What follows belongs to an exercise in optimizing a design on an open flow for small area, a short achievable clock period and few clock cycles per item; a production flow would make more cautious choices.
Only simulation tests tie the RTL to the original design; equivalence was not proved.
Power and IR drop assume default switching activity.

==> design/flow/design.v <==
`timescale 1ns / 1ps
`default_nettype none
package sirdig_pkg;
  localparam int VAL_W        = 32;
  localparam int CHAR_W       = 8;
  localparam int LEN_W        = 5;
  localparam int CFG_DATA_W   = 64;
  localparam int CFG_ADDR_W   = 5;
  localparam int ALPH_BYTES   = 16;
  localparam int MAX_BASE_DEF = 16;
  localparam int NSTAGE       = 8;    
  localparam int CHUNK        = 4;    
  localparam int NSLOT        = 32;   
  localparam int SLOT_W       = 5;
  localparam logic [CHAR_W-1:0] MINUS_CHAR = 8'h2D;
  localparam logic [CHAR_W-1:0] PLUS_CHAR  = 8'h2B;
  localparam logic [1:0] REG_BASE_LEN  = 2'd0;
  localparam logic [1:0] REG_ALPH_LOW  = 2'd1;
  localparam logic [1:0] REG_ALPH_HIGH = 2'd2;
  function automatic logic [5:0] nd_est(input logic [4:0] b, input logic [5:0] bl);
    logic [5:0] k;
    k = 6'd1;
    case (b)
      5'd2: case (bl)
          6'd5: k = 6'd2;
          6'd6: k = 6'd2;
          6'd7: k = 6'd2;
          6'd8: k = 6'd2;
          6'd9: k = 6'd3;
          6'd10: k = 6'd3;
          6'd11: k = 6'd3;
          6'd12: k = 6'd3;
          6'd13: k = 6'd4;
          6'd14: k = 6'd4;
          6'd15: k = 6'd4;
          6'd16: k = 6'd4;
          6'd17: k = 6'd5;
          6'd18: k = 6'd5;
          6'd19: k = 6'd5;
          6'd20: k = 6'd5;
          6'd21: k = 6'd6;
          6'd22: k = 6'd6;
          6'd23: k = 6'd6;
          6'd24: k = 6'd6;
          6'd25: k = 6'd7;
          6'd26: k = 6'd7;
          6'd27: k = 6'd7;
          6'd28: k = 6'd7;
          6'd29: k = 6'd8;
          6'd30: k = 6'd8;
          6'd31: k = 6'd8;
          6'd32: k = 6'd8;
          default: k = 6'd1;
        endcase
      5'd3: case (bl)
          6'd2: k = 6'd2;
          6'd3: k = 6'd2;
          6'd4: k = 6'd3;
          6'd5: k = 6'd4;
          6'd6: k = 6'd4;
          6'd7: k = 6'd5;
          6'd8: k = 6'd6;
          6'd9: k = 6'd6;
          6'd10: k = 6'd7;
          6'd11: k = 6'd7;
          6'd12: k = 6'd8;
          6'd13: k = 6'd9;
          6'd14: k = 6'd9;
          6'd15: k = 6'd10;
          6'd16: k = 6'd11;
          6'd17: k = 6'd11;
          6'd18: k = 6'd12;
          6'd19: k = 6'd12;
          6'd20: k = 6'd13;
          6'd21: k = 6'd14;
          6'd22: k = 6'd14;
          6'd23: k = 6'd15;
          6'd24: k = 6'd16;
          6'd25: k = 6'd16;
          6'd26: k = 6'd17;
          6'd27: k = 6'd18;
          6'd28: k = 6'd18;
          6'd29: k = 6'd19;
          6'd30: k = 6'd19;
          6'd31: k = 6'd20;
          6'd32: k = 6'd21;
          default: k = 6'd1;
        endcase
      5'd4: case (bl)
          6'd5: k = 6'd2;
          6'd6: k = 6'd2;
          6'd7: k = 6'd2;
          6'd8: k = 6'd2;
          6'd9: k = 6'd3;
          6'd10: k = 6'd3;
          6'd11: k = 6'd3;
          6'd12: k = 6'd3;
          6'd13: k = 6'd4;
          6'd14: k = 6'd4;
          6'd15: k = 6'd4;
          6'd16: k = 6'd4;
          6'd17: k = 6'd5;
          6'd18: k = 6'd5;
          6'd19: k = 6'd5;
          6'd20: k = 6'd5;
          6'd21: k = 6'd6;
          6'd22: k = 6'd6;
          6'd23: k = 6'd6;
          6'd24: k = 6'd6;
          6'd25: k = 6'd7;
          6'd26: k = 6'd7;
          6'd27: k = 6'd7;
          6'd28: k = 6'd7;
          6'd29: k = 6'd8;
          6'd30: k = 6'd8;
          6'd31: k = 6'd8;
          6'd32: k = 6'd8;
          default: k = 6'd1;
        endcase
      5'd5: case (bl)
          6'd3: k = 6'd2;
          6'd4: k = 6'd2;
          6'd5: k = 6'd3;
          6'd6: k = 6'd3;
          6'd7: k = 6'd4;
          6'd8: k = 6'd4;
          6'd9: k = 6'd4;
          6'd10: k = 6'd5;
          6'd11: k = 6'd5;
          6'd12: k = 6'd6;
          6'd13: k = 6'd6;
          6'd14: k = 6'd7;
          6'd15: k = 6'd7;
          6'd16: k = 6'd7;
          6'd17: k = 6'd8;
          6'd18: k = 6'd8;
          6'd19: k = 6'd9;
          6'd20: k = 6'd9;
          6'd21: k = 6'd10;
          6'd22: k = 6'd10;
          6'd23: k = 6'd10;
          6'd24: k = 6'd11;
          6'd25: k = 6'd11;
          6'd26: k = 6'd12;
          6'd27: k = 6'd12;
          6'd28: k = 6'd13;
          6'd29: k = 6'd13;
          6'd30: k = 6'd13;
          6'd31: k = 6'd14;
          6'd32: k = 6'd14;
          default: k = 6'd1;
        endcase
      5'd6: case (bl)
          6'd3: k = 6'd2;
          6'd4: k = 6'd2;
          6'd5: k = 6'd2;
          6'd6: k = 6'd3;
          6'd7: k = 6'd3;
          6'd8: k = 6'd4;
          6'd9: k = 6'd4;
          6'd10: k = 6'd4;
          6'd11: k = 6'd5;
          6'd12: k = 6'd5;
          6'd13: k = 6'd6;
          6'd14: k = 6'd6;
          6'd15: k = 6'd6;
          6'd16: k = 6'd7;
          6'd17: k = 6'd7;
          6'd18: k = 6'd7;
          6'd19: k = 6'd8;
          6'd20: k = 6'd8;
          6'd21: k = 6'd9;
          6'd22: k = 6'd9;
          6'd23: k = 6'd9;
          6'd24: k = 6'd10;
          6'd25: k = 6'd10;
          6'd26: k = 6'd11;
          6'd27: k = 6'd11;
          6'd28: k = 6'd11;
          6'd29: k = 6'd12;
          6'd30: k = 6'd12;
          6'd31: k = 6'd12;
          6'd32: k = 6'd13;
          default: k = 6'd1;
        endcase
      5'd7: case (bl)
          6'd3: k = 6'd2;
          6'd4: k = 6'd2;
          6'd5: k = 6'd2;
          6'd6: k = 6'd3;
          6'd7: k = 6'd3;
          6'd8: k = 6'd3;
          6'd9: k = 6'd4;
          6'd10: k = 6'd4;
          6'd11: k = 6'd4;
          6'd12: k = 6'd5;
          6'd13: k = 6'd5;
          6'd14: k = 6'd5;
          6'd15: k = 6'd6;
          6'd16: k = 6'd6;
          6'd17: k = 6'd7;
          6'd18: k = 6'd7;
          6'd19: k = 6'd7;
          6'd20: k = 6'd8;
          6'd21: k = 6'd8;
          6'd22: k = 6'd8;
          6'd23: k = 6'd9;
          6'd24: k = 6'd9;
          6'd25: k = 6'd9;
          6'd26: k = 6'd10;
          6'd27: k = 6'd10;
          6'd28: k = 6'd10;
          6'd29: k = 6'd11;
          6'd30: k = 6'd11;
          6'd31: k = 6'd12;
          6'd32: k = 6'd12;
          default: k = 6'd1;
        endcase
      5'd8: case (bl)
          6'd4: k = 6'd2;
          6'd5: k = 6'd2;
          6'd6: k = 6'd2;
          6'd7: k = 6'd3;
          6'd8: k = 6'd3;
          6'd9: k = 6'd3;
          6'd10: k = 6'd4;
          6'd11: k = 6'd4;
          6'd12: k = 6'd4;
          6'd13: k = 6'd5;
          6'd14: k = 6'd5;
          6'd15: k = 6'd5;
          6'd16: k = 6'd6;
          6'd17: k = 6'd6;
          6'd18: k = 6'd6;
          6'd19: k = 6'd7;
          6'd20: k = 6'd7;
          6'd21: k = 6'd7;
          6'd22: k = 6'd8;
          6'd23: k = 6'd8;
          6'd24: k = 6'd8;
          6'd25: k = 6'd9;
          6'd26: k = 6'd9;
          6'd27: k = 6'd9;
          6'd28: k = 6'd10;
          6'd29: k = 6'd10;
          6'd30: k = 6'd10;
          6'd31: k = 6'd11;
          6'd32: k = 6'd11;
          default: k = 6'd1;
        endcase
      5'd9: case (bl)
          6'd4: k = 6'd2;
          6'd5: k = 6'd2;
          6'd6: k = 6'd2;
          6'd7: k = 6'd3;
          6'd8: k = 6'd3;
          6'd9: k = 6'd3;
          6'd10: k = 6'd4;
          6'd11: k = 6'd4;
          6'd12: k = 6'd4;
          6'd13: k = 6'd5;
          6'd14: k = 6'd5;
          6'd15: k = 6'd5;
          6'd16: k = 6'd6;
          6'd17: k = 6'd6;
          6'd18: k = 6'd6;
          6'd19: k = 6'd6;
          6'd20: k = 6'd7;
          6'd21: k = 6'd7;
          6'd22: k = 6'd7;
          6'd23: k = 6'd8;
          6'd24: k = 6'd8;
          6'd25: k = 6'd8;
          6'd26: k = 6'd9;
          6'd27: k = 6'd9;
          6'd28: k = 6'd9;
          6'd29: k = 6'd10;
          6'd30: k = 6'd10;
          6'd31: k = 6'd10;
          6'd32: k = 6'd11;
          default: k = 6'd1;
        endcase
      5'd10: case (bl)
          6'd4: k = 6'd2;
          6'd5: k = 6'd2;
          6'd6: k = 6'd2;
          6'd7: k = 6'd3;
          6'd8: k = 6'd3;
          6'd9: k = 6'd3;
          6'd10: k = 6'd4;
          6'd11: k = 6'd4;
          6'd12: k = 6'd4;
          6'd13: k = 6'd4;
          6'd14: k = 6'd5;
          6'd15: k = 6'd5;
          6'd16: k = 6'd5;
          6'd17: k = 6'd6;
          6'd18: k = 6'd6;
          6'd19: k = 6'd6;
          6'd20: k = 6'd7;
          6'd21: k = 6'd7;
          6'd22: k = 6'd7;
          6'd23: k = 6'd7;
          6'd24: k = 6'd8;
          6'd25: k = 6'd8;
          6'd26: k = 6'd8;
          6'd27: k = 6'd9;
          6'd28: k = 6'd9;
          6'd29: k = 6'd9;
          6'd30: k = 6'd10;
          6'd31: k = 6'd10;
          6'd32: k = 6'd10;
          default: k = 6'd1;
        endcase
      5'd11: case (bl)
          6'd4: k = 6'd2;
          6'd5: k = 6'd2;
          6'd6: k = 6'd2;
          6'd7: k = 6'd3;
          6'd8: k = 6'd3;
          6'd9: k = 6'd3;
          6'd10: k = 6'd3;
          6'd11: k = 6'd4;
          6'd12: k = 6'd4;
          6'd13: k = 6'd4;
          6'd14: k = 6'd5;
          6'd15: k = 6'd5;
          6'd16: k = 6'd5;
          6'd17: k = 6'd5;
          6'd18: k = 6'd6;
          6'd19: k = 6'd6;
          6'd20: k = 6'd6;
          6'd21: k = 6'd7;
          6'd22: k = 6'd7;
          6'd23: k = 6'd7;
          6'd24: k = 6'd7;
          6'd25: k = 6'd8;
          6'd26: k = 6'd8;
          6'd27: k = 6'd8;
          6'd28: k = 6'd9;
          6'd29: k = 6'd9;
          6'd30: k = 6'd9;
          6'd31: k = 6'd9;
          6'd32: k = 6'd10;
          default: k = 6'd1;
        endcase
      5'd12: case (bl)
          6'd4: k = 6'd2;
          6'd5: k = 6'd2;
          6'd6: k = 6'd2;
          6'd7: k = 6'd2;
          6'd8: k = 6'd3;
          6'd9: k = 6'd3;
          6'd10: k = 6'd3;
          6'd11: k = 6'd4;
          6'd12: k = 6'd4;
          6'd13: k = 6'd4;
          6'd14: k = 6'd4;
          6'd15: k = 6'd5;
          6'd16: k = 6'd5;
          6'd17: k = 6'd5;
          6'd18: k = 6'd6;
          6'd19: k = 6'd6;
          6'd20: k = 6'd6;
          6'd21: k = 6'd6;
          6'd22: k = 6'd7;
          6'd23: k = 6'd7;
          6'd24: k = 6'd7;
          6'd25: k = 6'd7;
          6'd26: k = 6'd8;
          6'd27: k = 6'd8;
          6'd28: k = 6'd8;
          6'd29: k = 6'd9;
          6'd30: k = 6'd9;
          6'd31: k = 6'd9;
          6'd32: k = 6'd9;
          default: k = 6'd1;
        endcase
      5'd13: case (bl)
          6'd4: k = 6'd2;
          6'd5: k = 6'd2;
          6'd6: k = 6'd2;
          6'd7: k = 6'd2;
          6'd8: k = 6'd3;
          6'd9: k = 6'd3;
          6'd10: k = 6'd3;
          6'd11: k = 6'd3;
          6'd12: k = 6'd4;
          6'd13: k = 6'd4;
          6'd14: k = 6'd4;
          6'd15: k = 6'd5;
          6'd16: k = 6'd5;
          6'd17: k = 6'd5;
          6'd18: k = 6'd5;
          6'd19: k = 6'd6;
          6'd20: k = 6'd6;
          6'd21: k = 6'd6;
          6'd22: k = 6'd6;
          6'd23: k = 6'd7;
          6'd24: k = 6'd7;
          6'd25: k = 6'd7;
          6'd26: k = 6'd8;
          6'd27: k = 6'd8;
          6'd28: k = 6'd8;
          6'd29: k = 6'd8;
          6'd30: k = 6'd9;
          6'd31: k = 6'd9;
          6'd32: k = 6'd9;
          default: k = 6'd1;
        endcase
      5'd14: case (bl)
          6'd4: k = 6'd2;
          6'd5: k = 6'd2;
          6'd6: k = 6'd2;
          6'd7: k = 6'd2;
          6'd8: k = 6'd3;
          6'd9: k = 6'd3;
          6'd10: k = 6'd3;
          6'd11: k = 6'd3;
          6'd12: k = 6'd4;
          6'd13: k = 6'd4;
          6'd14: k = 6'd4;
          6'd15: k = 6'd4;
          6'd16: k = 6'd5;
          6'd17: k = 6'd5;
          6'd18: k = 6'd5;
          6'd19: k = 6'd5;
          6'd20: k = 6'd6;
          6'd21: k = 6'd6;
          6'd22: k = 6'd6;
          6'd23: k = 6'd7;
          6'd24: k = 6'd7;
          6'd25: k = 6'd7;
          6'd26: k = 6'd7;
          6'd27: k = 6'd8;
          6'd28: k = 6'd8;
          6'd29: k = 6'd8;
          6'd30: k = 6'd8;
          6'd31: k = 6'd9;
          6'd32: k = 6'd9;
          default: k = 6'd1;
        endcase
      5'd15: case (bl)
          6'd4: k = 6'd2;
          6'd5: k = 6'd2;
          6'd6: k = 6'd2;
          6'd7: k = 6'd2;
          6'd8: k = 6'd3;
          6'd9: k = 6'd3;
          6'd10: k = 6'd3;
          6'd11: k = 6'd3;
          6'd12: k = 6'd4;
          6'd13: k = 6'd4;
          6'd14: k = 6'd4;
          6'd15: k = 6'd4;
          6'd16: k = 6'd5;
          6'd17: k = 6'd5;
          6'd18: k = 6'd5;
          6'd19: k = 6'd5;
          6'd20: k = 6'd6;
          6'd21: k = 6'd6;
          6'd22: k = 6'd6;
          6'd23: k = 6'd6;
          6'd24: k = 6'd7;
          6'd25: k = 6'd7;
          6'd26: k = 6'd7;
          6'd27: k = 6'd7;
          6'd28: k = 6'd8;
          6'd29: k = 6'd8;
          6'd30: k = 6'd8;
          6'd31: k = 6'd8;
          6'd32: k = 6'd9;
          default: k = 6'd1;
        endcase
      5'd16: case (bl)
          6'd5: k = 6'd2;
          6'd6: k = 6'd2;
          6'd7: k = 6'd2;
          6'd8: k = 6'd2;
          6'd9: k = 6'd3;
          6'd10: k = 6'd3;
          6'd11: k = 6'd3;
          6'd12: k = 6'd3;
          6'd13: k = 6'd4;
          6'd14: k = 6'd4;
          6'd15: k = 6'd4;
          6'd16: k = 6'd4;
          6'd17: k = 6'd5;
          6'd18: k = 6'd5;
          6'd19: k = 6'd5;
          6'd20: k = 6'd5;
          6'd21: k = 6'd6;
          6'd22: k = 6'd6;
          6'd23: k = 6'd6;
          6'd24: k = 6'd6;
          6'd25: k = 6'd7;
          6'd26: k = 6'd7;
          6'd27: k = 6'd7;
          6'd28: k = 6'd7;
          6'd29: k = 6'd8;
          6'd30: k = 6'd8;
          6'd31: k = 6'd8;
          6'd32: k = 6'd8;
          default: k = 6'd1;
        endcase
      default: k = 6'd1;
    endcase
    nd_est = k;
  endfunction
endpackage
`default_nettype wire
`timescale 1ns / 1ps
`default_nettype none
module sirdig_div #(
  parameter int STAGE = 0
) (
  input  logic                          clk,
  input  logic                          rst_n,
  input  logic                          v_in,
  input  logic                          first_in,    
  input  logic                          pre_first,   
  input  logic                          pre_tag,     
  input  logic                          tag_in,      
  input  logic                          last_in,     
  input  logic [3:0]                    u_in,
  input  logic [sirdig_pkg::CHUNK-1:0]  xa,          
  input  logic [sirdig_pkg::CHUNK-1:0]  xb,          
  input  logic [3:0]                    k0,
  input  logic [3:0]                    k1,
  input  logic [3:0]                    k0p,         
  input  logic [3:0]                    k1p,         
  input  logic                          odd,
  output logic                          v_out,
  output logic                          first_out,
  output logic                          tag_out,
  output logic                          last_out,
  output logic [3:0]                    u_out
);
  logic [sirdig_pkg::CHUNK-1:0] q_r;    
  logic [sirdig_pkg::CHUNK-1:0] dvd;
  logic [sirdig_pkg::CHUNK-1:0] q_nxt;
  logic [3:0]                   u_nxt;
  function automatic logic [3:0] add2v(input logic [2:0] v, input logic [3:0] kk);
    logic c2, c3;
    c2 = v[0] & kk[1];
    c3 = (v[1] & kk[2]) | (v[1] & c2) | (kk[2] & c2);
    add2v = {v[2] ^ kk[3] ^ c3, v[1] ^ kk[2] ^ c2, v[0] ^ kk[1], kk[0]};
  endfunction
  always_comb begin
    logic [3:0] u;
    logic       c;
    logic       x;
    logic [3:0] kk0, kk1;
    dvd = q_r;
    u   = u_in;
    for (int i = sirdig_pkg::CHUNK - 1; i >= 0; i--) begin
      x        = dvd[i];
      kk0      = x ? k0p : k0;
      kk1      = x ? k1p : k1;
      c        = u[3] | (odd & x & u[2] & u[1] & u[0]);
      q_nxt[i] = c;
      u        = c ? add2v(u[2:0], kk1) : add2v(u[2:0], kk0);
    end
    u_nxt = u;
  end
  always_ff @(posedge clk) begin
    if (!rst_n) begin
      v_out <= 1'b0;
    end else begin
      v_out <= v_in;
    end
  end
  always_ff @(posedge clk) begin
    if (pre_first) begin
      q_r <= pre_tag ? xb : xa;
    end else if (v_in) begin
      q_r <= q_nxt;
    end
    u_out     <= u_nxt;
    first_out <= first_in;
    tag_out   <= tag_in;
    last_out  <= last_in;
  end
endmodule
`default_nettype wire
`timescale 1ns / 1ps
`default_nettype none
module sirdig_achk #(
  parameter int MAX_BASE = sirdig_pkg::MAX_BASE_DEF
) (
  input  logic                                        clk,
  input  logic                                        rst_n,
  input  logic                                        restart,
  input  logic [sirdig_pkg::LEN_W-1:0]                len,
  input  logic [MAX_BASE-1:0][sirdig_pkg::CHAR_W-1:0] alph,
  input  logic [sirdig_pkg::CHAR_W-1:0]               row_char,
  output logic [$clog2(MAX_BASE)-1:0]                 row,
  output logic                                        done,
  output logic                                        ok
);
  localparam int DIG_W = $clog2(MAX_BASE);
  logic             row_bad;
  logic [sirdig_pkg::CHAR_W-1:0] rc_r;     
  logic [DIG_W-1:0] rowd_r;
  logic             vld_r;
  logic             last_row;
  logic             len_ok;
  assign len_ok = (len >= sirdig_pkg::LEN_W'(2)) && (len <= sirdig_pkg::LEN_W'(MAX_BASE));
  always_comb begin
    row_bad = (rc_r == sirdig_pkg::PLUS_CHAR) || (rc_r == sirdig_pkg::MINUS_CHAR);
    for (int b = 1; b < MAX_BASE; b++) begin
      if ((sirdig_pkg::LEN_W'(b) < len) && (DIG_W'(b) > rowd_r) && (alph[b] == rc_r)) begin
        row_bad = 1'b1;
      end
    end
    last_row = ({{(sirdig_pkg::LEN_W-DIG_W){1'b0}}, rowd_r} == (len - sirdig_pkg::LEN_W'(1)));
  end
  always_ff @(posedge clk) begin
    rc_r   <= row_char;
    rowd_r <= row;
  end
  always_ff @(posedge clk) begin
    if (!rst_n || restart) begin
      done  <= 1'b0;
      ok    <= 1'b0;
      row   <= '0;
      vld_r <= 1'b0;
    end else if (!done) begin
      vld_r <= 1'b1;
      row   <= row + DIG_W'(1);
      if (!len_ok || (vld_r && row_bad)) begin
        done <= 1'b1;
        ok   <= 1'b0;
      end else if (vld_r && last_row) begin
        done <= 1'b1;
        ok   <= 1'b1;
      end
    end
  end
endmodule
`default_nettype wire
`timescale 1ns / 1ps
`default_nettype none
module signed_int_to_radix_digits #(
  parameter int MAX_BASE = sirdig_pkg::MAX_BASE_DEF
) (
  input  logic                                  clk,
  input  logic                                  rst_n,
  input  logic                                  start,
  output logic                                  busy,
  input  logic signed [sirdig_pkg::VAL_W-1:0]   in_value,
  output logic                                  out_strobe,
  output logic [sirdig_pkg::CHAR_W-1:0]         out_character,
  output logic                                  out_last,
  input  logic                                  psel,
  input  logic                                  penable,
  input  logic                                  pwrite,
  input  logic [sirdig_pkg::CFG_ADDR_W-1:0]     paddr,
  input  logic [sirdig_pkg::CFG_DATA_W-1:0]     pwdata,
  output logic [sirdig_pkg::CFG_DATA_W-1:0]     prdata,
  output logic                                  pready
);
  localparam int NS    = sirdig_pkg::NSTAGE;
  localparam int CW    = sirdig_pkg::CHUNK;
  localparam int SW    = sirdig_pkg::SLOT_W;
  localparam int NSLOT = sirdig_pkg::NSLOT;
  localparam int DIG_W = $clog2(MAX_BASE);
  logic [sirdig_pkg::LEN_W-1:0]      len_r;
  logic [sirdig_pkg::CFG_DATA_W-1:0] alow_r;
  logic [sirdig_pkg::CFG_DATA_W-1:0] ahigh_r;
  logic [MAX_BASE-1:0][sirdig_pkg::CHAR_W-1:0] alph;
  logic                  cfg_wr;
  logic                  flush_n;
  assign alph   = {ahigh_r, alow_r};
  assign pready = 1'b1;
  assign cfg_wr = psel && penable && pwrite;
  always_ff @(posedge clk) begin
    if (!rst_n) begin
      len_r   <= '0;
      alow_r  <= '0;
      ahigh_r <= '0;
    end else if (cfg_wr) begin
      case (paddr[4:3])
        sirdig_pkg::REG_BASE_LEN:  len_r   <= pwdata[sirdig_pkg::LEN_W-1:0];
        sirdig_pkg::REG_ALPH_LOW:  alow_r  <= pwdata;
        sirdig_pkg::REG_ALPH_HIGH: ahigh_r <= pwdata;
        default:       ;
      endcase
    end
  end
  always_comb begin
    case (paddr[4:3])
      sirdig_pkg::REG_BASE_LEN:  prdata = {{(sirdig_pkg::CFG_DATA_W-sirdig_pkg::LEN_W){1'b0}}, len_r};
      sirdig_pkg::REG_ALPH_LOW:  prdata = alow_r;
      sirdig_pkg::REG_ALPH_HIGH: prdata = ahigh_r;
      default:       prdata = '0;
    endcase
  end
  logic [3:0] k0_r, k1_r, k0p_r, k1p_r, dlt_r;
  logic       odd_r, m2_r, m4_r;
  always_ff @(posedge clk) begin
    logic [4:0] beff;
    logic [4:0] dl;
    beff  = ((len_r == 5'd2) || (len_r == 5'd4)) ? 5'd16 : len_r;
    dl    = (5'd16 - beff) >> 1;
    dlt_r <= dl[3:0];
    k0_r  <= 4'(5'd0 - dl);
    k1_r  <= 4'(5'd0 - dl - beff);
    k0p_r <= 4'(5'd1 - dl);
    k1p_r <= 4'(5'd1 - dl - beff);
    odd_r <= beff[0];
    m2_r  <= (len_r == 5'd2);
    m4_r  <= (len_r == 5'd4);
  end
  logic             chk_done, chk_ok;
  logic [DIG_W-1:0] chk_row;
  logic [3:0]       alph_sel;
  logic [sirdig_pkg::CHAR_W-1:0] alph_char;
  assign alph_char = alph[alph_sel];
  sirdig_achk #(.MAX_BASE(MAX_BASE)) u_achk (
    .clk      (clk),
    .rst_n    (rst_n),
    .restart  (cfg_wr),
    .len      (len_r),
    .alph     (alph),
    .row_char (alph_char),
    .row      (chk_row),
    .done     (chk_done),
    .ok       (chk_ok)
  );
  logic [1:0][sirdig_pkg::VAL_W-1:0] xm_r;    
  logic [1:0]            xn_r;      
  logic [1:0]            xf_r;      
  logic [1:0]            xs_r;      
  logic                  wr_p, rd_p;
  logic [1:0]            x_free;    
  logic                  accept;
  assign busy   = xf_r[wr_p] && !x_free[wr_p];
  assign accept = start && !busy;
  always_ff @(posedge clk) begin
    if (accept) begin
      xn_r[wr_p] <= in_value[sirdig_pkg::VAL_W-1];
      xm_r[wr_p] <= in_value[sirdig_pkg::VAL_W-1] ? (sirdig_pkg::VAL_W'(~in_value) + sirdig_pkg::VAL_W'(1))
                                                  : sirdig_pkg::VAL_W'(in_value);
    end
  end
  logic [5:0]  icnt_r;        
  logic [5:0]  occ_r;         
  logic [2:0]  push_p, cmp_p, pop_p;    
  logic        issue, istart;
  logic        i_last;
  logic [5:0]  nde;
  logic [1:0][5:0] xd_r;      
  logic [1:0]      xdv_r;     
  logic            nw_r;      
  logic            nwp_r;     
  logic [5:0]      bly_r;     
  logic            pw_r;      
  logic [5:0]      ndw;
  always_ff @(posedge clk) begin
    logic [sirdig_pkg::VAL_W-1:0] y, sm;
    logic [5:0] b;
    y = in_value[sirdig_pkg::VAL_W-1] ? sirdig_pkg::VAL_W'(~in_value) : sirdig_pkg::VAL_W'(in_value);
    b = '0;
    for (int i = 0; i < sirdig_pkg::VAL_W; i++) begin
      if (y[i]) b = 6'(i + 1);
    end
    sm[sirdig_pkg::VAL_W-1] = y[sirdig_pkg::VAL_W-1];
    for (int i = sirdig_pkg::VAL_W - 2; i >= 0; i--) begin
      sm[i] = sm[i+1] | y[i];
    end
    bly_r <= b;
    pw_r  <= in_value[sirdig_pkg::VAL_W-1] && (sm == y);
  end
  always_comb begin
    ndw = sirdig_pkg::nd_est(len_r, bly_r + 6'(pw_r));
    nde = xd_r[rd_p];
  end
  always_ff @(posedge clk) begin
    if (nw_r) xd_r[nwp_r] <= ndw;
    nwp_r <= wr_p;
  end
  always_comb begin
    logic room;
    room   = (occ_r < 6'(NSLOT));
    issue  = 1'b0;
    istart = 1'b0;
    i_last = 1'b0;
    if (icnt_r != '0) begin
      issue  = room;
      i_last = (icnt_r == 6'd1);
    end else if (xf_r[rd_p] && xdv_r[rd_p] && !xs_r[rd_p] && ((push_p - pop_p) != 3'd4) && room) begin
      issue  = 1'b1;
      istart = 1'b1;
      i_last = (nde == 6'd1);
    end
  end
  logic [NS-1:0]      sv, sf, st, sl;
  logic               pre0;        
  logic               rd_nx;       
  assign pre0  = istart ? (nde == 6'd1) : (issue ? (icnt_r == 6'd1) : (icnt_r == '0));
  assign rd_nx = istart ? !rd_p : rd_p;
  logic [NS-1:0][3:0] su;
  for (genvar s = 0; s < NS; s++) begin : g_stage
    sirdig_div #(.STAGE(s)) u_stage (
      .clk       (clk),
      .rst_n     (flush_n),
      .v_in      ((s == 0) ? issue  : sv[(s == 0) ? 0 : s-1]),
      .first_in  ((s == 0) ? istart : sf[(s == 0) ? 0 : s-1]),
      .pre_first ((s == 0) ? pre0 : (s == 1) ? istart : (sv[(s < 2) ? 0 : s-2] && sf[(s < 2) ? 0 : s-2])),
      .pre_tag   ((s == 0) ? rd_nx : (s == 1) ? rd_p : st[(s < 2) ? 0 : s-2]),
      .tag_in    ((s == 0) ? rd_p   : st[(s == 0) ? 0 : s-1]),
      .last_in   ((s == 0) ? i_last : sl[(s == 0) ? 0 : s-1]),
      .u_in      ((s == 0) ? dlt_r  : su[(s == 0) ? 0 : s-1]),
      .xa        (xm_r[0][sirdig_pkg::VAL_W-1-CW*s -: CW]),
      .xb        (xm_r[1][sirdig_pkg::VAL_W-1-CW*s -: CW]),
      .k0        (k0_r),
      .k1        (k1_r),
      .k0p       (k0p_r),
      .k1p       (k1p_r),
      .odd       (odd_r),
      .v_out     (sv[s]),
      .first_out (sf[s]),
      .tag_out   (st[s]),
      .last_out  (sl[s]),
      .u_out     (su[s])
    );
  end
  assign x_free[0] = sv[NS-2] && sf[NS-2] && !st[NS-2];
  assign x_free[1] = sv[NS-2] && sf[NS-2] &&  st[NS-2];
  logic [3:0]       d_neg;
  logic [3:0][SW-1:0] d_top;
  logic [3:0][1:0]    d_sub;     
  logic [3:0]    slot_r [NSLOT];
  logic [SW-1:0] wp_r;
  logic [3:0]    wdig;
  logic          wspur;
  assign wdig  = su[NS-1] - dlt_r;
  assign wspur = sl[NS-1] && !sf[NS-1] && (su[NS-1] == dlt_r);    
  always_ff @(posedge clk) begin
    if (sv[NS-1] && !wspur) begin
      slot_r[wp_r] <= wdig;
    end
  end
  logic          act_r, sgn_r;
  logic [SW-1:0] rp_r, bp_r, nbase_r;
  logic [1:0]    sub_r;
  logic [SW-1:0] curn_r;
  logic [3:0]    rdig, idx;
  logic          r_lastbeat, item_end, ready, load, byp;
  logic [SW-1:0] ltop, lcnt, wtop;
  logic [1:0]    lsub;
  logic [1:0]    wsub;
  logic [5:0]    freed;
  logic          esgn;      
  logic [SW-1:0] skipn_r;
  assign rdig       = slot_r[rp_r];
  assign r_lastbeat = (rp_r == bp_r) && (sub_r == 2'd0);
  assign item_end   = act_r && !sgn_r && r_lastbeat;
  assign wtop       = wspur ? (wp_r - SW'(1)) : wp_r;
  assign byp        = (cmp_p == pop_p) && sv[NS-1] && sl[NS-1];
  assign ready      = ((cmp_p != pop_p) || byp) && chk_done;
  assign load       = ready && (!act_r || item_end);
  assign ltop       = byp ? wtop : d_top[pop_p[1:0]];
  assign esgn       = !act_r && !load && (push_p != pop_p) && d_neg[pop_p[1:0]] && chk_done && chk_ok;
  assign lsub       = byp ? wsub : d_sub[pop_p[1:0]];
  assign lcnt       = ltop - nbase_r + SW'(1);
  always_comb begin
    if (m2_r)      idx = {3'b0, rdig[sub_r]};
    else if (m4_r) idx = {2'b0, sub_r[0] ? rdig[3:2] : rdig[1:0]};
    else           idx = rdig;
    if (m2_r)      wsub = wdig[3] ? 2'd3 : wdig[2] ? 2'd2 : wdig[1] ? 2'd1 : 2'd0;
    else if (m4_r) wsub = (wdig[3:2] != 2'd0) ? 2'd1 : 2'd0;
    else           wsub = 2'd0;
    alph_sel = chk_done ? idx : chk_row;
    freed = item_end ? 6'(curn_r) : 6'd0;
  end
  logic                  out_strobe_r;
  logic [sirdig_pkg::CHAR_W-1:0] out_character_r;
  logic                  out_last_r;
  assign flush_n = rst_n && !cfg_wr;
  always_ff @(posedge clk) begin
    if (!flush_n) begin
      xf_r    <= '0;
      xs_r    <= '0;
      wr_p    <= 1'b0;
      rd_p    <= 1'b0;
      icnt_r  <= '0;
      nw_r    <= 1'b0;
      xdv_r   <= '0;
      occ_r   <= '0;
      skipn_r <= '0;
      push_p  <= '0;
      cmp_p   <= '0;
      pop_p   <= '0;
      wp_r    <= '0;
      act_r   <= 1'b0;
      sgn_r   <= 1'b0;
      nbase_r <= '0;
      out_strobe_r <= 1'b0;
    end else begin
      for (int k = 0; k < 2; k++) begin
        if (x_free[k]) xf_r[k] <= 1'b0;
      end
      nw_r <= accept;
      if (nw_r) xdv_r[nwp_r] <= 1'b1;
      if (accept) begin
        xf_r[wr_p]  <= 1'b1;
        xs_r[wr_p]  <= 1'b0;
        xdv_r[wr_p] <= 1'b0;
        wr_p        <= !wr_p;
      end
      if (istart) begin
        xs_r[rd_p]               <= 1'b1;
        rd_p                     <= !rd_p;
        icnt_r                   <= nde - 6'd1;
        d_neg[push_p[1:0]]       <= xn_r[rd_p];
      end
      if (esgn) begin
        d_neg[pop_p[1:0]]        <= 1'b0;
      end
      if (istart) begin
        push_p                   <= push_p + 3'd1;
      end else if (issue) begin
        icnt_r <= icnt_r - 6'd1;
      end
      occ_r   <= occ_r + 6'(issue) - 6'(sv[NS-1] && wspur) - freed - 6'(skipn_r);
      skipn_r <= (load && !chk_ok) ? lcnt : '0;
      if (sv[NS-1]) begin
        if (!wspur) wp_r <= wp_r + SW'(1);
        if (sl[NS-1]) begin
          d_top[cmp_p[1:0]]  <= wtop;
          d_sub[cmp_p[1:0]]  <= wsub;
          cmp_p              <= cmp_p + 3'd1;
        end
      end
      out_strobe_r <= act_r || esgn;
      if (act_r) begin
        if (sgn_r) begin
          sgn_r <= 1'b0;
        end else if (!r_lastbeat) begin
          if (sub_r != 2'd0) begin
            sub_r <= sub_r - 2'd1;
          end else begin
            rp_r  <= rp_r - SW'(1);
            sub_r <= m2_r ? 2'd3 : (m4_r ? 2'd1 : 2'd0);
          end
        end
      end
      if (item_end) act_r <= 1'b0;
      if (load) begin
        pop_p   <= pop_p + 3'd1;
        nbase_r <= ltop + SW'(1);
        if (chk_ok) begin
          act_r  <= 1'b1;
          sgn_r  <= d_neg[pop_p[1:0]];
          rp_r   <= ltop;
          bp_r   <= nbase_r;
          sub_r  <= lsub;
          curn_r <= lcnt;
        end
      end
    end
  end
  always_ff @(posedge clk) begin
    out_character_r <= (sgn_r || !act_r) ? sirdig_pkg::MINUS_CHAR : alph_char;
    out_last_r      <= act_r && !sgn_r && r_lastbeat;
  end
  assign out_strobe    = out_strobe_r;
  assign out_character = out_character_r;
  assign out_last      = out_last_r;
endmodule
`default_nettype wire
==> design/flow/run.sh <==
#!/bin/bash
# synth_recipe.tcl (not shown) runs the flow's synth.tcl, then flattens the netlist and writes it again
# the make line also repeats each setting of config.mk as NAME=value (left out here)
make -C /OpenROAD-flow-scripts/flow DESIGN_CONFIG=/design/flow/config.mk WORK_HOME=/design/flow/orfs CLKGATE_MAP_FILE= SYNTH_SCRIPT=/design/flow/synth_recipe.tcl finish
==> design/flow/config.mk <==
export PLATFORM = sky130hd
export DESIGN_NAME = signed_int_to_radix_digits
export DESIGN_NICKNAME = signed_int_to_radix_digits
export VERILOG_FILES = /design/flow/design.v
export SDC_FILE = /design/flow/constraint.sdc
export NUM_CORES = 4
export LEC_CHECK = 0
export ABC_AREA = 1
export CAP_MARGIN = 20
export CORE_MARGIN = 2
export CORE_UTILIZATION = 40
export CTS_BUF_LIST = sky130_fd_sc_hd__clkbuf_4 sky130_fd_sc_hd__clkbuf_8
export SETUP_SLACK_MARGIN = 3.5
export SLEW_MARGIN = 20
==> design/flow/constraint.sdc <==
create_clock -name core_clock -period 8.0 [get_ports {clk}]
set_input_delay 1.6000 -clock core_clock [delete_from_list [all_inputs] [get_ports {clk}]]
set_output_delay 1.6000 -clock core_clock [all_outputs]
set_load 0.01 [all_outputs]
==> results by group, run 1 <==
Outcome
  – Status: finished clean

Clock tree
  – CTS buffer count: 103
  – TritonCTS clock tree: yes
  – Clock tree buffer depth: 3
  – Clock transition at path regs: 60 ps
  – Root buffer cell: clkbuf_8
  – H-tree levels: 3
  – Clk sinks: 592
  – Skew-Pair Late Insertion Delay: 750 ps

Global routing
  – GRT overflow: 0
  – Total GRT Usage: 25.1%
  – Initial antenna violation count: 4
  – Vias in the first global route: 31,500
  – Global-route wire length before repair: 187 mm
  – Maximum number of pins on one net before global-route repair: 76

Setup path
  – CP Data Required Time: 6400 ps
  – Crit Path Class: input pin to output pin
  – Peak fanout along the critical path: 6
  – Worst EP arrival: 2900 ps
  – Worst Setup End Kind: output pin
  – Startpoint Class: input pin
  – Worst reg2reg path depth: 23

Synthesis
  – Netlist cell types: 65
  – Cells after synthesis: 4,835
  – Synth Register Bits: 592
  – FFs w/ async S/R, synth: 0%
  – Synth Net Count: 5,096
  – Synthesis Warnings: 10
  – Post-synthesis sequential area ratio: 39.2%
  – Number of synthesized flops with an enable pin: 287
  – Avg Cell Area, Syn: 7.76 um^2
  – Mapped cell area: 0.0375 mm^2
  – Synth Flop Type: dfxtp_1

Timing
  – Clock Skew: 51.4 ps
  – Crit share post-route: 56.3%
  – Min Hold Slack: 312 ps
  – Setup WS post-layout: 3500 ps
  – Worst-Margin Slew: 1050 ps
  – Fmax: 222 MHz
  – Tmin final: 4500 ps
  – Finish-stage setup viols: 0
  – Unrepaired setup endpoints after global routing: true
  – Slew Viols, Final: 0
  – Slew margin rel.: 30.2%
  – Final Hold Fails: 0
  – Setup tns final: 0 ps

Routing
  – Drt total wl: 124 mm
  – Vias/cell: 5.41
  – Starting DRT DRC Count: 3,338
  – Detail Route Antenna Nets: 0
  – Remaining DRCs: 0
  – Drt wl/cell: 19.7 um
  – Vias: 34,200
  – 1st-pass router iterations: 6

Placed design
  – Dpl cells: 6,053
  – Gpl congestion: 0.962
  – Dpl ws: 1870 ps
  – Placed instance area: 0.0403 mm^2
  – Hpwl dp: 85.1 mm
  – Port bufs: 178

Cells and area
  – Synthesis-to-layout area growth: 16.3%
  – Number of fillers in the final layout: 9,247
  – Final net count: 5,241
  – Footprint of the multi-input gates: 0.0200 mm^2
  – Final Util: 46.8%
  – Design area: 0.0437 mm^2
  – Register area: 0.0147 mm^2
  – Layout Cells excl Fill: 6,323
  – Ratio of cells with drive above 1 in the final layout: 11.1%

Pwr
  – Final Power: 16.2 mW
  – Clock power frac: 18.8%
  – Combinational Power Share: 55.2%
  – NetSw: 7.33 mW
  – Leak: 17.4 nW
  – Worst vdd ir: 0.000269 V
  – PwrDens: 371 mW/mm^2
  – Flop pwr share: 26.0%
  – Internal power: 8.88 mW
  – Sw Share: 45.2%

Floorplanning
  – Die height: 310 um
  – Core area: 0.0932 mm^2
  – Initial Util: 40.3%
  – Die area: 0.0963 mm^2
  – Io pins: 183
  – Placement Rows: 112
  – Die width: 310 um

Worst hold path
  – WHS Path Cells: 0
  – Worst Hold Class: flop to flop

Run
  – Max Cap Viol: 0
==> final timing paths <==
| path | startpoint | endpoint | slack [ps] |
|---|---|---|---|
| worst min register to register | g_stage[2].u_stage.last_out$_DFF_P_ | g_stage[3].u_stage.last_out$_DFF_P_ | 310 |
| worst max register to register | k0_r[2]$_DFF_P_ | g_stage[1].u_stage.u_out[3]$_DFF_P_ | 3700 |
| worst min-delay path | g_stage[2].u_stage.last_out$_DFF_P_ | g_stage[3].u_stage.last_out$_DFF_P_ | 310 |
| worst max-delay path | paddr[4] | prdata[45] | 3500 |
==> layout make-up <==
class	count	area share (%)
Clock buffer	154	4.44
Multi-Input combinational cell	3406	45.9
Inverter	571	5.06
Clock inverter	38	0.791
Sequential cell	592	33.8
Tap cell	1254	3.59
Antenna cell	2	0.0115
Timing Repair inverter	4	0.0630
Timing Repair Buffer	302	6.39
==> sequential cells by signal, summed over array words and instances, names as in the netlist, 6 cells and up, named ones only <==
name and cells:
d_top 20, g_stage.u_stage.q_r 32, g_stage.u_stage.tag_out 7, slot_r 128, alow_r 64, xd_r 12
g_stage.u_stage.last_out 8, ahigh_r 64, occ_r 6, g_stage.u_stage.first_out 8, d_sub 8, g_stage.u_stage.v_out 8
xm_r 64, g_stage.u_stage.u_out 32, u_achk.rc_r 8, icnt_r 6, out_character_r 8
==> worst max-delay path, stage by stage <==
cell,delay [ps]
buf_2,150
inv_1,80
nor2_4,140
buf_4,140
buf_4,160
clkinvlp_4,200
o22ai_2,190
clkdlybuf4s15_2,240
==> power by group through the flow <==
stage	logic (mW)	registers, mW	clock network (mW)
after floorplan	6.70	4.03	0
after global placement	8.30	4.27	0
after detailed placement	8.45	4.28	0
after CTS	8.58	4.21	3.10
after global routing	10.0	4.25	3.23
final	8.95	4.21	3.05
==> cell usage in the layout (no fill, tap or decap), types with 33 or more instances in the layout <==
cell	n
nand2_1	870
o21ai_0	621
inv_1	529
nor2_1	453
dfxtp_1	297
edfxtp_1	287
a21oi_1	208
nand3_1	186
xor2_1	166
clkbuf_8	125
xnor2_1	121
clkdlybuf4s50_1	109
buf_4	102
ha_1	81
o211ai_1	73
fa_1	73
o22ai_1	72
o21ai_1	54
nor3_1	36
nand2_2	33
==> per-layer routing <==
metal | wire (um) | GRT usage (%) | vias up
met5 | 28 | 0 | -
met4 | 4580 | 9.63 | 4
met3 | 9550 | 3.84 | 288
met2 | 56000 | 39.6 | 1424
met1 | 54300 | 34.6 | 16000
li1 | - | - | 16500
==> synth_stat cells (12+ instances only) <==
cell       number  share of area [%]
clkbuf_1      212                2.1
buf_1          17               0.17
nor4_1         28               0.47
a31oi_1        22               0.37
nand4_1        17               0.28
buf_2          29               0.39
nor2_1        462                4.6
xnor2_1       123                2.9
dfxtp_1       305                 16
ha_1           81                2.7
fa_1           73                3.9
o21ai_2        21               0.49
o21ai_1        43               0.57
o211ai_1       73                1.5
nor3_1         37               0.49
clkinv_1       12               0.12
nand2_2        34               0.57
xor2_1        172                4.0
inv_1         542                5.4
o221ai_1       34               0.79
nand3_1       186                2.5
or2_2          15               0.25
o2111ai_1      20               0.47
o22ai_1        97                1.6
inv_2          17               0.17
a22o_1         13               0.30
o21ai_0       641                8.5
edfxtp_1      287                 23
a21oi_1       208                2.8
nand2_1       872                8.7
==> cell families after synthesis <==
family,count (synthesis),synth area share (%)
muxes,13,0.363
and+or+nand+nor,1682,18.6
xor gates and xnor gates,308,7.46
AOI/OAI and AO/OA,1248,19.2
adders and majority gates,154,6.59
DFF,592,39.2
other,1,0.00999
buffers and inverters,837,8.55
==> repair_timing <==
action                     in CTS  in global routing
setup endpoints to repair     120                119
pin swaps                       3                 17
gates resized for setup       223                115
setup buffers                  14                 56
hold buffers                    0                  0
gates cloned                    3                  3
Testbench counts, summed over its fixed seeds: cycles 30,054, items 3,078.
==> inputs of run 2 (changes only) <==
--- a/design/flow/design.v
+++ b/design/flow/design.v
@@ -526,4 +526,6 @@
   input  logic [sirdig_pkg::CHUNK-1:0]  xa,          
   input  logic [sirdig_pkg::CHUNK-1:0]  xb,          
+  input  logic                          pre_new,     
+  input  logic [sirdig_pkg::CHUNK-1:0]  xnew,        
   input  logic [3:0]                    k0,
   input  logic [3:0]                    k1,
@@ -573,5 +575,5 @@
   always_ff @(posedge clk) begin
     if (pre_first) begin
-      q_r <= pre_tag ? xb : xa;
+      q_r <= pre_new ? xnew : (pre_tag ? xb : xa);
     end else if (v_in) begin
       q_r <= q_nxt;
@@ -738,9 +740,11 @@
   assign busy   = xf_r[wr_p] && !x_free[wr_p];
   assign accept = start && !busy;
+  logic [sirdig_pkg::VAL_W-1:0] yin;    
+  assign yin = in_value[sirdig_pkg::VAL_W-1] ? (sirdig_pkg::VAL_W'(~in_value) + sirdig_pkg::VAL_W'(1))
+                                             : sirdig_pkg::VAL_W'(in_value);
   always_ff @(posedge clk) begin
     if (accept) begin
       xn_r[wr_p] <= in_value[sirdig_pkg::VAL_W-1];
-      xm_r[wr_p] <= in_value[sirdig_pkg::VAL_W-1] ? (sirdig_pkg::VAL_W'(~in_value) + sirdig_pkg::VAL_W'(1))
-                                                  : sirdig_pkg::VAL_W'(in_value);
+      xm_r[wr_p] <= yin;
     end
   end
@@ -775,5 +779,5 @@
   always_comb begin
     ndw = sirdig_pkg::nd_est(len_r, bly_r + 6'(pw_r));
-    nde = xd_r[rd_p];
+    nde = xdv_r[rd_p] ? xd_r[rd_p] : ndw;
   end
   always_ff @(posedge clk) begin
@@ -790,5 +794,6 @@
       issue  = room;
       i_last = (icnt_r == 6'd1);
-    end else if (xf_r[rd_p] && xdv_r[rd_p] && !xs_r[rd_p] && ((push_p - pop_p) != 3'd4) && room) begin
+    end else if (xf_r[rd_p] && (xdv_r[rd_p] || (nw_r && (nwp_r == rd_p))) && !xs_r[rd_p] &&
+                 ((push_p - pop_p) != 3'd4) && room) begin
       issue  = 1'b1;
       istart = 1'b1;
@@ -810,4 +815,6 @@
       .pre_first ((s == 0) ? pre0 : (s == 1) ? istart : (sv[(s < 2) ? 0 : s-2] && sf[(s < 2) ? 0 : s-2])),
       .pre_tag   ((s == 0) ? rd_nx : (s == 1) ? rd_p : st[(s < 2) ? 0 : s-2]),
+      .pre_new   ((s == 0) ? (accept && (wr_p == rd_nx)) : 1'b0),
+      .xnew      (yin[sirdig_pkg::VAL_W-1-CW*s -: CW]),
       .tag_in    ((s == 0) ? rd_p   : st[(s == 0) ? 0 : s-1]),
       .last_in   ((s == 0) ? i_last : sl[(s == 0) ? 0 : s-1]),
@@ -855,4 +862,7 @@
   logic          esgn;      
   logic [SW-1:0] skipn_r;
+  logic          fb;        
+  logic          fneg, fsingle;
+  logic [3:0]    idx0;
   assign rdig       = slot_r[rp_r];
   assign r_lastbeat = (rp_r == bp_r) && (sub_r == 2'd0);
@@ -866,4 +876,7 @@
   assign lsub       = byp ? wsub : d_sub[pop_p[1:0]];
   assign lcnt       = ltop - nbase_r + SW'(1);
+  assign fb         = load && byp && !act_r && !wspur && chk_ok;
+  assign fneg       = d_neg[pop_p[1:0]];
+  assign fsingle    = (wp_r == nbase_r) && (wsub == 2'd0);
   always_comb begin
     if (m2_r)      idx = {3'b0, rdig[sub_r]};
@@ -873,5 +886,8 @@
     else if (m4_r) wsub = (wdig[3:2] != 2'd0) ? 2'd1 : 2'd0;
     else           wsub = 2'd0;
-    alph_sel = chk_done ? idx : chk_row;
+    if (m2_r)      idx0 = {3'b0, wdig[wsub]};
+    else if (m4_r) idx0 = {2'b0, wsub[0] ? wdig[3:2] : wdig[1:0]};
+    else           idx0 = wdig;
+    alph_sel = !chk_done ? chk_row : (fb ? idx0 : idx);
     freed = item_end ? 6'(curn_r) : 6'd0;
   end
@@ -926,5 +942,5 @@
       end
       occ_r   <= occ_r + 6'(issue) - 6'(sv[NS-1] && wspur) - freed - 6'(skipn_r);
-      skipn_r <= (load && !chk_ok) ? lcnt : '0;
+      skipn_r <= ((load && !chk_ok) || (fb && !fneg && fsingle)) ? lcnt : '0;
       if (sv[NS-1]) begin
         if (!wspur) wp_r <= wp_r + SW'(1);
@@ -935,5 +951,5 @@
         end
       end
-      out_strobe_r <= act_r || esgn;
+      out_strobe_r <= act_r || esgn || fb;
       if (act_r) begin
         if (sgn_r) begin
@@ -960,10 +976,23 @@
           curn_r <= lcnt;
         end
+        if (fb) begin
+          sgn_r <= 1'b0;
+          if (!fneg) begin
+            if (fsingle) begin
+              act_r   <= 1'b0;
+            end else if (lsub != 2'd0) begin
+              sub_r <= lsub - 2'd1;
+            end else begin
+              rp_r  <= ltop - SW'(1);
+              sub_r <= m2_r ? 2'd3 : (m4_r ? 2'd1 : 2'd0);
+            end
+          end
+        end
       end
     end
   end
   always_ff @(posedge clk) begin
-    out_character_r <= (sgn_r || !act_r) ? sirdig_pkg::MINUS_CHAR : alph_char;
-    out_last_r      <= act_r && !sgn_r && r_lastbeat;
+    out_character_r <= (act_r ? sgn_r : (!fb || fneg)) ? sirdig_pkg::MINUS_CHAR : alph_char;
+    out_last_r      <= act_r ? (!sgn_r && r_lastbeat) : (fb && !fneg && fsingle);
   end
   assign out_strobe    = out_strobe_r;
==> results by group, run 2 <==
Floorplanning
  – Initial Util: 40.4%
  – Core area: 0.0950 mm^2
  – Die area: 0.0984 mm^2
  – Io pins: 183
  – Die height: 314 um
  – Die width: 314 um
  – Placement Rows: 113

Setup path
  – Worst Setup End Kind: output pin
  – Worst EP arrival: 2870 ps
  – Startpoint Class: input pin
  – Critical R2R Launch: len_r[0]$_SDFFE_PN0P_
  – Worst-path cell with the longest stage delay: dlygate4sd2_1
  – Delay-heaviest family, CP: buffers and inverters
  – CP Data Required Time: 6400 ps
  – Crit Path Class: input pin to output pin
  – Worst Path Buf+Inv: 4
  – Crit path launch: paddr[4]
  – CP peak stage delay: 310 ps
  – CP Cell Sequence: clkdlybuf4s15_1 -> inv_1 -> nor2_4 -> buf_4 -> nand2_1 -> o221ai_4 -> dlygate4sd2_1
  – Peak fanout along the critical path: 4

Timing
  – Worst-Margin Slew: 1210 ps
  – Final Hold Fails: 0
  – Setup tns final: 0 ps
  – Fmax: 224 MHz
  – Unrepaired setup endpoints after global routing: true
  – Setup WS post-layout: 3530 ps
  – Crit share post-route: 55.8%
  – Slew Viols, Final: 0
  – Min Hold Slack: 291 ps
  – Slew margin rel.: 19.4%
  – Tmin final: 4470 ps
  – Clock Skew: 82.7 ps
  – Finish-stage setup viols: 0

Outcome
  – Status: finished clean

Pwr
  – PwrDens: 361 mW/mm^2
  – Final Power: 15.9 mW
  – Leak: 17.5 nW
  – Worst vdd ir: 0.000282 V

Synthesis
  – Cell with the most instances after synthesis: nand2_1
  – Area contributors post-synth: edfxtp_1 22%, dfxtp_1 16%, nand2_1 9.3%
  – Most instantiated cells after synthesis: 952 x nand2_1, 659 x o21ai_0, 570 x inv_1
  – Dominant cell type by area after synthesis: edfxtp_1
  – Mapped cell area: 0.0384 mm^2
  – Post-synthesis sequential area ratio: 38.4%
  – Avg Cell Area, Syn: 7.66 um^2
  – Synth Flop Type: dfxtp_1
  – Netlist cell types: 70
  – Synth Register Bits: 592
  – Post-synth top area share: 22.5%
  – Synth Net Count: 5,275
  – Synthesis Warnings: 10
  – Cells after synthesis: 5,010
  – FFs w/ async S/R, synth: 0%
  – Number of synthesized flops with an enable pin: 287

Routing
  – Remaining DRCs: 0
  – Vias: 35,400
  – 1st-pass router iterations: 6
  – Drt wl/cell: 19.3 um
  – Vias/cell: 5.46
  – Drt total wl: 125 mm
  – Starting DRT DRC Count: 3,388
  – Detail Route Antenna Nets: 0

Cells and area
  – Number of fillers in the final layout: 9,461
  – Synthesis-to-layout area growth: 15.2%
  – Max reg flops: 128
  – Final Util: 46.5%
  – Ratio of cells with drive above 1 in the final layout: 11.1%
  – Final net count: 5,384
  – Commonest non-fill, non-tap cell in the layout: nand2_1
  – Most frequent cells in the layout: 946 x nand2_1, 641 x o21ai_0, 560 x inv_1, 423 x nor2_1, 296 x dfxtp_1
  – Biggest register: slot_r

Global routing
  – Total GRT Usage: 24.6%
  – GRT overflow: 0
  – Vias in the first global route: 32,900
  – Maximum number of pins on one net before global-route repair: 73
  – Initial antenna violation count: 3
  – Global-route wire length before repair: 190 mm

Clock tree
  – Clock transition at path regs: 60 ps
  – Skew-Pair Late Insertion Delay: 770 ps
  – Clk sinks: 592
  – Root buffer cell: clkbuf_8
  – TritonCTS clock tree: yes
  – H-tree levels: 3
  – Clock tree buffer depth: 3
  – CTS buffer count: 100

Worst hold path
  – Min-delay src: g_stage[0].u_stage.last_out$_DFF_P_
  – Worst Hold Class: flop to flop

Placed design
  – Gpl congestion: 0.937
  – Port bufs: 178
  – Hpwl dp: 85.3 mm
  – Dpl ws: 2090 ps

Run
  – Max Cap Viol: 0
[run 2: worst register-to-register path, cell delays in order (launching register included)]
cell	delay, ps
dfxtp_1	600
clkinv_2	360
ha_1	340
inv_1	170
o21ai_1	180
nor2_2	320
inv_1	130
nor3_1	320
nand4_1	140
nand2_1	130
nor4_1	70
nand3_1	120
nand2_1	70
o21ai_1	240
ha_1	220
nand4_1	140
nand2_1	100
o21ai_1	140
inv_1	130
o21ai_0	90
[run 2: report_power, final]
part,switching (mW),internal (mW),leakage (nW)
combinational,5.53,3.17,11.2
sequential,0.382,3.84,5.12
clock,1.34,1.69,1.19
[run 2: worst paths after layout]
kind | to | slack (ps) | depth (start not counted)
setup / recovery | prdata[1] | 3530 | 7
hold / removal | g_stage[1].u_stage.last_out$_DFF_P_ | 290 | 0
setup reg to reg | g_stage[0].u_stage.q_r[1]$_DFFE_PP_ | 3710 | 19
hold reg to reg | g_stage[1].u_stage.last_out$_DFF_P_ | 290 | 0
[run 2: cells by family (layout without fill, tap and decap cells)]
family          count (synthesis)  in the layout  synth area share [%]
simple gates                 1773           1775                  19.4
compound gates               1312           1312                  19.6
buf+inv                       879           1074                  8.84
flops                         592            592                  38.4
xor+xnor                      290            290                  7.01
fa+ha+maj                     158            158                  6.56
mux                             5              5                 0.137
other cells                     1              2               0.00977
[run 2: per-layer routing]
metal	track usage (%)	share of wire, %	vias to the layer above	wire (um)
li1	-	-	17000	-
met1	34.0	44	16500	54600
met2	38.6	45	1492	55900
met3	3.46	7.7	298	9640
met4	10.3	3.8	2	4690
met5	0	0.010	-	13
[run 2: cell type report]
type	instances	area [um^2]	share of cell area, %
repair inverters	2	11.3	0.0255
diodes	1	2.50	0.00566
clock inverters	41	437	0.988
multi-input cells	3541	20800	47.0
inverters	606	2350	5.32
repair buffers	276	2450	5.55
well taps	1265	1580	3.58
clock buffers	149	1830	4.13
flip-flops and latches	592	14700	33.4
[run 2: per-stage QoR]
stage | cells | instance area [um^2]
after floorplan | 5010 | 38400
after detailed placement | 6228 | 41000
after global routing | 6473 | 44200
after CTS | 6431 | 43800
after global placement | 6227 | 41000
final | 6473 | 44200
[run 2: what timing repair did]
action,CTS,global route
setup endpoints to repair,111,96
hold buffers,0,0
setup buffers,9,39
resized for setup,252,131
gates cloned,4,2
pin swaps,7,9
Testbench counts of run 2, summed over its fixed seeds: cycles 29,403, items 3,078.
==> inputs of run 3 (changes only) <==
--- a/design/flow/config.mk
+++ b/design/flow/config.mk
@@ -11,4 +11,4 @@
 export CORE_UTILIZATION = 40
 export CTS_BUF_LIST = sky130_fd_sc_hd__clkbuf_4 sky130_fd_sc_hd__clkbuf_8
-export SETUP_SLACK_MARGIN = 3.5
+export SETUP_SLACK_MARGIN = 3.8
 export SLEW_MARGIN = 20
==> results by group, run 3 <==
Outcome
  – Status: finished clean

Synthesis
  – FFs w/ async S/R, synth: 0%
  – Largest family of logic cells by synthesized area: compound AO/OA/AOI/OAI gates
  – Netlist cell types: 70
  – Synth Area in Simple Gates: 19.4%
  – Synth Flop Type: dfxtp_1
  – Number of synthesized flops with an enable pin: 287
  – Area contributors post-synth: edfxtp_1 22%, dfxtp_1 16%, nand2_1 9.3%
  – Avg Cell Area, Syn: 7.66 um^2
  – Post-synthesis mux area share: 0.137%
  – Dominant cell type by area after synthesis: edfxtp_1
  – Synth Register Bits: 592
  – XOR/XNOR Fraction of Synth Area: 7.01%
  – Post-synthesis sequential area ratio: 38.4%
  – Post-synth top area share: 22.5%
  – Cells after synthesis: 5,010
  – Synth Area in Compound Gates: 19.6%
  – Mapped cell area: 0.0384 mm^2
  – Synthesis Warnings: 10
  – Most instantiated cells after synthesis: 952 x nand2_1, 659 x o21ai_0, 570 x inv_1
  – Synth Net Count: 5,275
  – Synthesized-area fraction occupied by adder cells: 6.56%
  – Cell with the most instances after synthesis: nand2_1

Timing
  – Slew margin rel.: 38.2%
  – Unrepaired setup endpoints after global routing: true
  – Tmin final: 4320 ps
  – Slew Viols, Final: 0
  – Crit share post-route: 53.9%
  – Finish-stage setup viols: 0
  – Fmax: 232 MHz
  – Final Hold Fails: 0
  – Worst-Margin Slew: 923 ps
  – Setup WS post-layout: 3680 ps
  – Setup tns final: 0 ps
  – Clock Skew: 68.7 ps

Run
  – Max Cap Viol: 0

Floorplanning
  – Initial Util: 40.4%
  – Die height: 314 um
  – Core area: 0.0950 mm^2
  – Io pins: 183
  – Placement Rows: 113
  – Die width: 314 um
  – Die area: 0.0984 mm^2

Pwr
  – PwrDens: 367 mW/mm^2
  – Leak: 18.4 nW
  – Final Power: 17.0 mW
  – Worst vdd ir: 0.000298 V

Clock tree
  – Root buffer cell: clkbuf_8
  – H-tree levels: 3
  – Clk sinks: 592
  – TritonCTS clock tree: yes
  – CTS buffer count: 100
  – Clock transition at path regs: 50 ps
  – Skew-Pair Late Insertion Delay: 790 ps
  – Clock tree buffer depth: 3

Setup path
  – Startpoint Class: input pin
  – Peak fanout along the critical path: 8
  – Worst Setup End Kind: output pin
  – Crit Path Class: input pin to output pin
  – Worst EP arrival: 2720 ps
  – CP Data Required Time: 6400 ps

Cells and area
  – Commonest non-fill, non-tap cell in the layout: nand2_1
  – Design area: 0.0463 mm^2
  – Biggest register: slot_r
  – Most frequent cells in the layout: 934 x nand2_1, 605 x o21ai_0, 547 x inv_1, 410 x nor2_1
  – Number of fillers in the final layout: 9,237
  – Max reg flops: 128
  – Synthesis-to-layout area growth: 20.7%
  – Ratio of cells with drive above 1 in the final layout: 15.9%
  – Final net count: 5,505

Placed design
  – Port bufs: 178
  – Placed instance area: 0.0410 mm^2
  – Hpwl dp: 85.8 mm
  – Dpl ws: 2100 ps
  – Gpl congestion: 0.972

Worst hold path
  – Worst Hold Class: flop to flop

Routing
  – Remaining DRCs: 0
  – Vias/cell: 5.49
  – 1st-pass router iterations: 7
  – Vias: 36,200
  – Drt wl/cell: 19.8 um
  – Starting DRT DRC Count: 3,624
  – Detail Route Antenna Nets: 0
  – Drt total wl: 130 mm

Global routing
  – Total GRT Usage: 25.2%
  – Global-route wire length before repair: 194 mm
  – Vias in the first global route: 33,300
  – Maximum number of pins on one net before global-route repair: 87
  – Initial antenna violation count: 5
  – GRT overflow: 0
run 3: worst max-delay path, stage by stage:
cell and delay [ps]:
buf_8 100, nor2_4 110, buf_8 140, clkinv_8 100
buf_6 140, buf_16 150, o221ai_4 180, buf_2 170
run 3: kinds of logic (layout without fill, tap and decap cells):
group                    after synthesis  after routing
AND/OR/NAND/NOR                     1773           1777
AO/OA/AOI/OAI                       1312           1314
buffers and inverters                879           1185
flip-flops                           592            592
XOR/XNOR                             290            290
adder cells (fa/ha/maj)              158            158
multiplexers                           5              5
other                                  1              3
run 3: final timing paths:
| check | slack, ps | end | depth (start not counted) | start |
|---|---|---|---|---|
| max | 3680 | prdata[3] | 8 | paddr[3] |
| min | 320 | g_stage[5].u_stage.last_out$_DFF_P_ | 0 | g_stage[4].u_stage.last_out$_DFF_P_ |
| max reg2reg | 3960 | g_stage[1].u_stage.u_out[3]$_DFF_P_ | 18 | g_stage[1].u_stage.q_r[3]$_DFFE_PP_ |
| min reg2reg | 320 | g_stage[5].u_stage.last_out$_DFF_P_ | 0 | g_stage[4].u_stage.last_out$_DFF_P_ |
run 3: where the power goes:
group,internal (mW),switching (mW)
combinational,3.78,5.97
sequential,3.84,0.344
clock,1.71,1.33
total,9.33,7.65
run 3: area by class of cell:
class | count | area, um^2 | share of cell area, %
diodes | 2 | 5.00 | 0.0108
repair inverters | 6 | 57.6 | 0.124
clock buffers | 155 | 1890 | 4.08
inverters | 606 | 2370 | 5.12
multi-input cells | 3545 | 21600 | 46.7
clock inverters | 29 | 350 | 0.757
repair buffers | 389 | 3670 | 7.94
well taps | 1265 | 1580 | 3.42
flip-flops and latches | 592 | 14800 | 31.9
run 3: repair_timing:
| item | 4_1_cts | 5_1_grt |
|---|---|---|
| hold buffers | 0 | 0 |
| pin swaps | 22 | 63 |
| endpoints found under the setup margin | 206 | 136 |
| resized for setup | 465 | 261 |
| setup buffers | 64 | 85 |
| gates cloned | 12 | 10 |
run 3: metrics by stage:
| stage | cells | utilization [%] | hold slack [ps] |
|---|---|---|---|
| CTS | 6491 | 46.9 | 325 |
| global placement | 6230 | 43.2 | 312 |
| detailed placement | 6231 | 43.2 | 312 |
| floorplan | 5010 | - | 310 |
| finish | 6589 | 48.7 | 325 |
| global route | 6588 | 48.7 | 331 |
run 3: metal layers:
| layer | wire, um | vias to the layer above | GRT usage (%) |
|---|---|---|---|
| li1 | - | 17300 | - |
| met1 | 55100 | 16900 | 34.3 |
| met2 | 58300 | 1640 | 39.6 |
| met3 | 11400 | 355 | 4.15 |
| met4 | 5460 | 4 | 11.1 |
| met5 | 30 | - | 0 |

==> separate check: timing with driven ports <==
The flow's constraints put no driver on any port. The routed layouts listed below were extracted and timed again, unchanged, in two steps.
Step 1: set_driving_cell puts a clkbuf_16 on clk and a buf_2 on each other input, an assumption about the parent block.
Step 2 adds t to the input delays and takes it off the output delays; t is the mean of the earliest and latest rising clock arrival at the registers after step 1. Input paths then give back, and output paths get back, about the clock's delay inside the block.
Three values: no drivers, after step 1, after step 2; two values: the first two.
run | t (ns) | setup slack, ns | worst hold slack (ns)
run 1 | 0.787 | 3.497 / 3.477 / 3.150 | 0.312 / 0.312 / 0.312
run 2 | 0.794 | 3.535 / 3.494 / 3.193 | 0.291 / 0.291 / 0.291
run 3 | 0.814 | 3.684 / 3.636 / 3.275 | 0.325 / 0.325 / 0.325
After both steps setup and hold are still met in every run listed. For run 3, which loses most, drivers alone change the setup slack by -0.048 ns; drivers and shift together by -0.409 ns.
